Background: an optimization exercise with open tools, aiming at small area. Do not read the settings as production practice.
In this exercise RTL edits were held to simulation tests only and were not proved equivalent to the original.
Power and IR drop assume default switching activity. No driver is modelled on the clock port, so clocking that relies on it looks cheaper here than on a real chip.

==> flow/design.v <==
module ibq_aoi222 (
    input  logic [2:0] a,
    input  logic [2:0] b,
    output logic       y
);
    assign y = ~|(a & b);
endmodule
module ibq_nand2 (
    input  logic a,
    input  logic b,
    output logic y
);
    assign y = ~(a & b);
endmodule
module ibq_nand3 (
    input  logic a,
    input  logic b,
    input  logic c,
    output logic y
);
    assign y = ~(a & b & c);
endmodule
module ibq_aor4 (
    input  logic [3:0] s,
    input  logic [3:0] d,
    output logic       y
);
    logic t0, t1;
    ibq_aoi222 u_a (.a(s[2:0]), .b(d[2:0]), .y(t0));
    ibq_nand2  u_b (.a(s[3]), .b(d[3]), .y(t1));
    ibq_nand2  u_y (.a(t0), .b(t1), .y(y));
endmodule
module ibq_aon8 (
    input  logic [7:0] s,
    input  logic [7:0] d,
    output logic       ny
);
    logic t0, t1;
    ibq_aoi222 u_a (.a(s[2:0]), .b(d[2:0]), .y(t0));
    ibq_aoi222 u_b (.a(s[5:3]), .b(d[5:3]), .y(t1));
    assign ny = t0 & t1 & ~|(s[7:6] & d[7:6]);
endmodule
module ibq_aon7 (
    input  logic [6:0] s,
    input  logic [6:0] d,
    output logic       ny
);
    logic t0, t1;
    ibq_aoi222 u_a (.a(s[2:0]), .b(d[2:0]), .y(t0));
    ibq_aoi222 u_b (.a(s[5:3]), .b(d[5:3]), .y(t1));
    assign ny = t0 & t1 & ~(s[6] & d[6]);
endmodule
module ibq_sel2 (
    input  logic na,
    input  logic nsa,
    input  logic nb,
    input  logic nsb,
    output logic y
);
    assign y = ~((na | nsa) & (nb | nsb));
endmodule
module ib_queue #(
    parameter int FETCH_W = 4,
    parameter int ISSUE_W = 2,
    parameter int DEPTH   = 16,
    parameter int PTAB_W  = 5
) (
    input  logic                         clk,
    input  logic                         rst_,
    input  logic                         flush,
    input  logic                         fetch_valid,
    input  logic [31:0]                  fetch_pc,
    input  logic [FETCH_W*32-1:0]        fetch_insn,
    input  logic [FETCH_W-1:0]           fetch_mask,
    input  logic [FETCH_W-1:0]           fetch_delot,
    input  logic [PTAB_W-1:0]            fetch_ptab_addr,
    input  logic [31:0]                  fetch_branch_pc,
    output logic                         ib_allin,
    output logic [ISSUE_W-1:0]           ib_id_valid,
    output logic [ISSUE_W*32-1:0]        ib_id_pc,
    output logic [ISSUE_W*32-1:0]        ib_id_insn,
    output logic [ISSUE_W*PTAB_W-1:0]    ib_id_ptab_addr,
    output logic [ISSUE_W-1:0]           ib_id_delot_flag,
    input  logic [$clog2(ISSUE_W+1)-1:0] id_take,
    output logic [$clog2(DEPTH+1)-1:0]   ib_count
);
    localparam int EW = 41;
    localparam int PT = 37;      
    localparam int LE = 40;      
    localparam int NL = 14;      
    logic [4:0]    head, count;
    logic [3:0]    lhead, ltail;
    logic [EW-1:0] mem [16];
    logic [27:0]   lpc [NL];
    logic          enq;
    logic          unused_pc_lo;
    assign unused_pc_lo = ^fetch_pc[3:0];
    logic [4:0] tail;
    assign tail     = head + count;
    assign ib_count = count;
    assign ib_allin = count <= 5'd12;
    assign enq      = fetch_valid && ib_allin && !flush;
    logic [1:0] cidx [4];
    logic [2:0] nwords;
    always_comb begin
        logic [2:0] n;
        for (int k = 0; k < 4; k++) cidx[k] = 2'd0;
        n = 3'd0;
        for (int i = 0; i < 4; i++)
            if (fetch_mask[i]) begin
                cidx[n[1:0]] = 2'(i);
                n = n + 3'd1;
            end
        nwords = n;
    end
    logic hi_match;
    assign hi_match = (fetch_pc[31:4] == fetch_branch_pc[31:4]) && (fetch_branch_pc[1:0] == 2'b00);
    logic [1:0]    bsel  [4];
    logic [3:0]    boh   [4];
    logic [EW-1:0] wdata [4];
    for (genvar b = 0; b < 4; b++) begin : g_wb
        logic [1:0] k;
        logic       isbr;
        assign k       = 2'(b) - tail[1:0];
        assign bsel[b] = cidx[k];
        assign boh[b]  = 4'b0001 << bsel[b];
        assign isbr    = hi_match && fetch_branch_pc[3:2] == bsel[b];
        for (genvar x = 0; x < 32; x++) begin : g_insn
            ibq_aor4 u_mux (
                .s(boh[b]),
                .d({fetch_insn[96+x], fetch_insn[64+x], fetch_insn[32+x], fetch_insn[x]}),
                .y(wdata[b][x])
            );
        end
        ibq_aor4 u_dl (.s(boh[b]), .d(fetch_delot), .y(wdata[b][32]));
        assign wdata[b][37:33] = isbr ? fetch_ptab_addr : 5'd0;
        assign wdata[b][39:38] = bsel[b];
        assign wdata[b][LE]    = k == 2'(nwords - 3'd1);
    end
    logic [15:0] wen;
    for (genvar e = 0; e < 16; e++) begin : g_wen
        logic [3:0] d;
        assign d      = 4'(e) - tail[3:0];
        assign wen[e] = ib_allin && d[3:2] == 2'd0;
    end
    logic       le0, le1;
    logic [4:0] hn;
    logic [1:0] nl;
    logic [3:0] lh_add, lt_inc;
    assign hn  = (!rst_ || flush) ? 5'd0 : head + 5'(id_take);
    always_comb begin
        case (id_take)
            2'd1:    nl = {1'b0, le0};
            2'd2:    nl = 2'(le0) + 2'(le1);
            default: nl = 2'd0;
        endcase
    end
    assign lh_add = lhead + 4'(nl);
    assign lt_inc = ltail + 4'd1;
    logic [4:0] cnt_left;
    assign cnt_left = count - 5'(id_take);
    always_ff @(posedge clk) begin
        head <= hn;
        if (!rst_ || flush) begin
            count <= '0;
            ltail <= '0;
            lhead <= '0;
        end else begin
            count <= cnt_left + (enq ? 5'(nwords) : 5'd0);
            if (enq && nwords != 3'd0)
                ltail <= (lt_inc == 4'(NL)) ? 4'd0 : lt_inc;
            if (cnt_left == 5'd0)
                lhead <= ltail;
            else
                lhead <= (lh_add >= 4'(NL)) ? lh_add - 4'(NL) : lh_add;
        end
        for (int e = 0; e < 16; e++)
            if (wen[e])
                mem[e] <= wdata[e % 4];
        lpc[ltail] <= fetch_pc[31:4];
    end
    logic [4:0]    h1;
    logic [7:0]    oe, oo;
    logic [EW-1:0] nev, nov;
    assign h1 = head + 5'd1;
    assign oe = 8'b1 << h1[3:1];
    assign oo = 8'b1 << head[3:1];
    for (genvar x = 0; x < EW; x++) begin : g_rd
        logic [7:0] de, dd;
        for (genvar j = 0; j < 8; j++) begin : g_j
            assign de[j] = mem[2*j][x];
            assign dd[j] = mem[2*j+1][x];
        end
        ibq_aon8 u_e (.s(oe), .d(de), .ny(nev[x]));
        ibq_aon8 u_o (.s(oo), .d(dd), .ny(nov[x]));
    end
    logic [2:0]  lre, lro;
    logic [6:0]  loe, loo;
    logic [27:0] nlev, nlov;
    assign lro = lhead[3:1];
    assign lre = (lhead == 4'(NL - 1)) ? 3'd0 : 3'(lhead[3:1] + 3'(lhead[0]));
    assign loe = 7'b1 << lre;
    assign loo = 7'b1 << lro;
    for (genvar x = 0; x < 28; x++) begin : g_lrd
        logic [6:0] de, dd;
        for (genvar j = 0; j < 7; j++) begin : g_j
            assign de[j] = lpc[2*j][x];
            assign dd[j] = lpc[2*j+1][x];
        end
        ibq_aon7 u_e (.s(loe), .d(de), .ny(nlev[x]));
        ibq_aon7 u_o (.s(loo), .d(dd), .ny(nlov[x]));
    end
    logic br0, br1, ge1, ge2, v0, v1;
    assign br0 = !(head[0] ? nov[PT] : nev[PT]);
    assign br1 = !(head[0] ? nev[PT] : nov[PT]);
    assign le0 = !(head[0] ? nov[LE] : nev[LE]);
    assign le1 = !(head[0] ? nev[LE] : nov[LE]);
    assign ge1 = count != 5'd0;
    assign ge2 = count >= 5'd2;
    assign v0  = ge1 && !(br0 && !ge2);
    assign v1  = ge2 && !br1;
    logic g0e, g0o, g1e, g1o;
    assign g0e = v0 && !head[0];
    assign g0o = v0 &&  head[0];
    assign g1e = v1 &&  head[0];
    assign g1o = v1 && !head[0];
    logic l0e, l0o, l1e, l1o;
    assign l0e = v0 && !lhead[0];
    assign l0o = v0 &&  lhead[0];
    assign l1e = v1 && !(lhead[0] ^ le0);
    assign l1o = v1 &&  (lhead[0] ^ le0);
    logic [39:0] o0, o1;
    logic [27:0] p0, p1;
    for (genvar x = 0; x < 40; x++) begin : g_out
        ibq_sel2 u_0 (.na(nev[x]), .nsa(!g0e), .nb(nov[x]), .nsb(!g0o), .y(o0[x]));
        ibq_sel2 u_1 (.na(nev[x]), .nsa(!g1e), .nb(nov[x]), .nsb(!g1o), .y(o1[x]));
    end
    for (genvar x = 0; x < 28; x++) begin : g_lout
        ibq_sel2 u_0 (.na(nlev[x]), .nsa(!l0e), .nb(nlov[x]), .nsb(!l0o), .y(p0[x]));
        ibq_sel2 u_1 (.na(nlev[x]), .nsa(!l1e), .nb(nlov[x]), .nsb(!l1o), .y(p1[x]));
    end
    assign ib_id_valid      = {v1, v0};
    assign ib_id_insn       = {o1[31:0], o0[31:0]};
    assign ib_id_delot_flag = {o1[32], o0[32]};
    assign ib_id_ptab_addr  = {1'b0, o1[36:33], o0[37:33]};
    assign ib_id_pc         = {p1, o1[39:38], 2'b00, p0, o0[39:38], 2'b00};
endmodule
clock: 6.0 ns
lec_check: 0
cap_margin: 20
core_margin: 2
core_utilization: 40
slew_margin: 20
synth_hierarchical: 1
synth_minimum_keep_size: 0
standard.sh (not shown) runs the stock make flow with config.mk's settings and CLKGATE_MAP_FILE= SYNTH_SCRIPT=/design/flow/synth_recipe.tcl, a recipe that flattens the netlist after the stock synthesis.
==> flow/flow/run.sh <==
#!/bin/bash
# Layout flow: the standard ORFS flow (standard.sh) with three settings changed:
#  - abc maps for a 0.5 (instead of 5) output load, so cells at module outputs of the
#    hierarchical synthesis are not upsized (registers are unchanged);
#  - the input and output port buffers are sky130_fd_sc_hd__buf_1;
#  - clock tree synthesis inserts no dummy loads and clusters up to 30 sinks
#    within 100 um per leaf buffer.
# The full make output is in standard.log in the work folder.
set -euo pipefail
bash standard.sh \
  ABC_LOAD_IN_FF=0.5 \
  "BUFFER_PORTS_ARGS=-buffer_cell sky130_fd_sc_hd__buf_1" \
  "CTS_ARGS=-sink_clustering_enable -repair_clock_nets -dont_use_dummy_load -sink_clustering_size 30 -sink_clustering_max_diameter 100" \
  finish > standard.log 2>&1
Rerun with:
--- a/flow/design.v
+++ b/flow/design.v
@@ -87,5 +87,5 @@
     localparam int EW = 41;
     localparam int PT = 37;      
-    localparam int LE = 40;      
+    localparam int LP = 40;      
     localparam int NL = 14;      
     logic [4:0]    head, count;
@@ -136,5 +136,5 @@
         assign wdata[b][37:33] = isbr ? fetch_ptab_addr : 5'd0;
         assign wdata[b][39:38] = bsel[b];
-        assign wdata[b][LE]    = k == 2'(nwords - 3'd1);
+        assign wdata[b][LP]    = ltail[0];
     end
     logic [15:0] wen;
@@ -144,13 +144,15 @@
         assign wen[e] = ib_allin && d[3:2] == 2'd0;
     end
-    logic       le0, le1;
-    logic [4:0] hn;
+    logic       lp0, lp1, lp2;
+    logic [4:0] hn, h2;
     logic [1:0] nl;
     logic [3:0] lh_add, lt_inc;
     assign hn  = (!rst_ || flush) ? 5'd0 : head + 5'(id_take);
+    assign h2  = head + 5'd2;
+    assign lp2 = mem[h2[3:0]][LP];
     always_comb begin
         case (id_take)
-            2'd1:    nl = {1'b0, le0};
-            2'd2:    nl = 2'(le0) + 2'(le1);
+            2'd1:    nl = {1'b0, lp0 ^ lp1};
+            2'd2:    nl = 2'(lp0 ^ lp1) + 2'(lp1 ^ lp2);
             default: nl = 2'd0;
         endcase
@@ -214,6 +216,6 @@
     assign br0 = !(head[0] ? nov[PT] : nev[PT]);
     assign br1 = !(head[0] ? nev[PT] : nov[PT]);
-    assign le0 = !(head[0] ? nov[LE] : nev[LE]);
-    assign le1 = !(head[0] ? nev[LE] : nov[LE]);
+    assign lp0 = !(head[0] ? nov[LP] : nev[LP]);
+    assign lp1 = !(head[0] ? nev[LP] : nov[LP]);
     assign ge1 = count != 5'd0;
     assign ge2 = count >= 5'd2;
@@ -228,6 +230,6 @@
     assign l0e = v0 && !lhead[0];
     assign l0o = v0 &&  lhead[0];
-    assign l1e = v1 && !(lhead[0] ^ le0);
-    assign l1o = v1 &&  (lhead[0] ^ le0);
+    assign l1e = v1 && !lp1;
+    assign l1o = v1 &&  lp1;
     logic [39:0] o0, o1;
     logic [27:0] p0, p1;
After rerunning: Design area stays flat; maximum frequency hardly moves; via count is lower by 0.87%; total power is lower by 2.5%; flip-flop and latch count is unchanged; die area is higher by 0.47%; worst setup slack improves by 0.0049 ns; final cell count is higher by about 0.44%; routed wire length is lower by 7.0%.

-- afterwards: timing with drivers on the ports --
Ports are ideal in the flow. The routed layouts listed here were re-timed in OpenROAD. Step 1 (the two cells are an assumption about what drives the block):
set clk [get_ports {clk}]
set_driving_cell -lib_cell sky130_fd_sc_hd__clkbuf_16 $clk
set_driving_cell -lib_cell sky130_fd_sc_hd__buf_2 [delete_from_list [all_inputs] $clk]
Step 2 times the ports against the registers' clock, not the clock port: input delays grow and output delays shrink by t, the midpoint of the rising clock arrivals with the driver on. Slacks: no drivers / after step 1 / after step 2; pairs: no drivers / after step 1.
run | t, ns | setup WS [ns] | worst setup path at the end
the first run | 0.670 | 0.252 / 0.188 / 0.430 | input to register
the second run | 0.664 | 0.257 / 0.186 / 0.729 | input to register
After both steps setup and hold are still met in every run listed.
